Source: an optimization exercise on an open RTL-to-GDS flow (aim: small area, a short achievable clock period and few clock cycles per item). Production flows keep margins and buffers that such runs may drop. At most, simulation tests tie the RTL to the original design; equivalence was not proved.

## scalar_kalman_filter
module scalar_kalman_filter
(
    input  wire                       i_clk,
    input  wire                       i_rst_n,
    input  wire                       i_cfg_valid,
    output logic                      o_cfg_ready,
    input  wire       [CFG_IDX_W-1:0] i_cfg_index,
    input  wire       [CFG_DAT_W-1:0] i_cfg_data,
    input  wire                       i_in_valid,
    output logic                      o_in_ready,
    input  wire signed [SAMPLE_W-1:0] i_in_sample,
    output logic                      o_out_valid,
    input  wire                       i_out_ready,
    output logic signed [EST_W-1:0]   o_out_estimate,
    output logic       [GAIN_W-1:0]   o_out_gain
);
    logic        r_idle;      
    logic        r_fin;       
    logic        r_fix;       
    logic        r_div;       
    logic        r_first;     
    logic        r_second;    
    logic        r_last;      
    logic [3:0]  r_cnt;
    logic        r_k30;       
    logic        r_in_ready;
    logic        r_out_valid;
    logic [31:0] r_meas_noise;
    logic [31:0] r_proc_noise;
    logic [31:0] r_pp;        
    logic [32:0] r_den;       
    logic [32:0] r_rem;       
    logic [1:0]  r_d;         
    logic [30:0] r_q;         
    logic [61:0] r_u;         
    logic [61:0] r_x;         
    logic [32:0] r_diff;      
    logic signed [EST_W-1:0] r_est;
    logic accept;
    logic start;
  ...
Settings: LEC_CHECK=0, CAP_MARGIN=20, CORE_MARGIN=2, CORE_UTILIZATION=60, SLEW_MARGIN=20; clock period 12.0 ns.
standard.sh (not shown) runs the stock make flow with config.mk's settings and CLKGATE_MAP_FILE= SYNTH_SCRIPT=/design/flow/synth_recipe.tcl, a recipe that flattens the netlist after the stock synthesis.
==> flow/flow/run.sh <==
#!/bin/bash
# Standard layout (the standard.sh, unchanged synthesis), with timing repair aiming for
# 8 ns of setup slack at the design's clock period. The clock and constraints are unchanged.
set -euo pipefail
bash standard.sh SETUP_SLACK_MARGIN=8 finish > standard.log 2>&1
Testbench counts at the start, summed over its fixed seeds: cycles 34,880, items 2,048.
Edit:
==> flow/flow/run.sh (replaced) <==
#!/bin/bash
# Standard layout (the standard.sh, unchanged synthesis), with timing repair aiming for
# 7.5 ns of setup slack at the design's clock period, and plain buffers on the ports.
# The clock and constraints are unchanged.
set -euo pipefail
bash standard.sh SETUP_SLACK_MARGIN=7.5 'BUFFER_PORTS_ARGS=-buffer_cell sky130_fd_sc_hd__buf_2' finish > standard.log 2>&1
Settings changed: CORE_UTILIZATION 60 to 40.
Effect: The new run finished with timing, DRC and antenna clean; global-route usage came out lower by 12 points; non-clock buffer count came out lower by 137; utilization came out lower by 27 points; clock-buffer cell count came out higher by 5; cell area came out lower by a few percent; sequential share of layout area came out higher by 1.7 points; routed wire length came out lower by a few percent; critical path depth came out higher by 1.
Edit:
==> flow/flow/run.sh (replaced) <==
#!/bin/bash
# Standard layout (the standard.sh, unchanged synthesis), with timing repair aiming for
# 8 ns of setup slack at the design's clock period, and plain buffers on the ports.
# The clock and constraints are unchanged.
set -euo pipefail
bash standard.sh SETUP_SLACK_MARGIN=8 'BUFFER_PORTS_ARGS=-buffer_cell sky130_fd_sc_hd__buf_2' finish > standard.log 2>&1
After rerunning:
- critical path depth fell by 1
- synthesized cell count does not change
- cell area increases by 8.0%
Edit:
==> flow/flow/run.sh (replaced) <==
#!/bin/bash
# Standard layout (the standard.sh, unchanged synthesis), with timing repair aiming for
# 7.5 ns of setup slack at the design's clock period. The clock and constraints are unchanged.
set -euo pipefail
bash standard.sh SETUP_SLACK_MARGIN=7.5 finish > standard.log 2>&1
Clock-buffer cell count falls by 3.
Maximum frequency shrinks by 5.5%.
Core utilization fell by 3.2 points.
Setup slack got worse by 240 ps.
Design area goes down by 6.7%.
Via count is lower by 4.1%.
Flip-flop and latch count does not change.
Routed wire length went down by 7.6%.
Critical path depth drops by 3.

* * *

== rev 12 ==
Another version of the RTL of scalar_kalman_filter (not shown whole).
Size: roughly 4000 cells after synthesis, about 400 flip-flops, about 100 I/O pins, ~36000 µm² of cells after synthesis.
export LEC_CHECK = 0
export CAP_MARGIN = 20
export CORE_MARGIN = 2
export CORE_UTILIZATION = 40
export SLEW_MARGIN = 20
create_clock -name core_clock -period 12.0 [get_ports {i_clk}]
==> flow/flow/run.sh <==
#!/bin/bash
# Standard layout, with timing repair aiming for a setup slack of 8 ns at the design's clock
# period (the clock and constraints are unchanged).
set -euo pipefail
bash standard.sh SETUP_SLACK_MARGIN=8 finish > standard.log 2>&1
Rev 12 completed end to end with timing, DRC and antenna clean.
> inputs changed (rev 12 -> rev 13)
==> flow/run.sh (new file) <==
#!/bin/bash
# synth_recipe.tcl (not shown) runs the flow's synth.tcl, then flattens the netlist and writes it again
# the make line also repeats each setting of config.mk as NAME=value (left out here)
make -C /OpenROAD-flow-scripts/flow DESIGN_CONFIG=/design/flow/config.mk WORK_HOME=/design/flow/orfs CLKGATE_MAP_FILE= SYNTH_SCRIPT=/design/flow/synth_recipe.tcl finish
removed: flow/flow/run.sh
removed: flow/standard.sh
- Taking rev 12 as the reference, in rev 13 cell area went down.
- Rev 12 and rev 13 ended up with nearly the same number of multi-input logic gates.
- The capture point of the worst path comes out r_den[30] in one run and r_rem[30] in the other, namely in rev 13 and rev 12 respectively.
- Worst relative slew slack: rev 13 vs rev 12 up 2.3 points
- NOTE: clock-buffer cell count in rev 13 exceeds that of rev 12
- Rev 12 ended up with more cell instances than rev 13 did.
Function was not checked in any run of this note: the RTL went through the layout flow alone.

-- what the ideal ports hide --
No port has a modelled driver above. Below, the same layouts with a new extraction and two added sets of constraints. Step 1 (the two cells are an assumption about what drives the block):
set clk [get_ports {i_clk}]
set_driving_cell -lib_cell sky130_fd_sc_hd__clkbuf_16 $clk
set_driving_cell -lib_cell sky130_fd_sc_hd__buf_2 [delete_from_list [all_inputs] $clk]
Step 2 times the ports against the registers' clock, not the clock port: input delays grow and output delays shrink by t, the midpoint of the rising clock arrivals with the driver on. a / b / c = no drivers / after step 1 / after step 2; a / b = the first two.
run	shift t [ns]	slack for setup (ns)	slew at the worst register clock pin (ns)	worst slew at a driven data input, ns
the first run of note 1	0.661	7.883 / 7.883 / 7.327	0.06 / 0.06	0.04
the second run of note 1	0.681	7.564 / 7.564 / 7.128	0.07 / 0.07	0.07
the third run of note 1	0.671	7.846 / 7.846 / 7.449	0.07 / 0.07	0.06
the fourth run of note 1	0.673	7.602 / 7.602 / 7.066	0.07 / 0.07	0.08
rev 12	0.686	7.704 / 7.704 / 7.578	0.07 / 0.07	0.11
rev 13	0.684	6.538 / 6.538 / 6.538	0.07 / 0.07	0.06
After both steps every run listed still meets setup and hold. For the first run of note 1, which loses most, drivers alone change the setup slack by 0.000 ns; drivers and shift together by -0.556 ns.
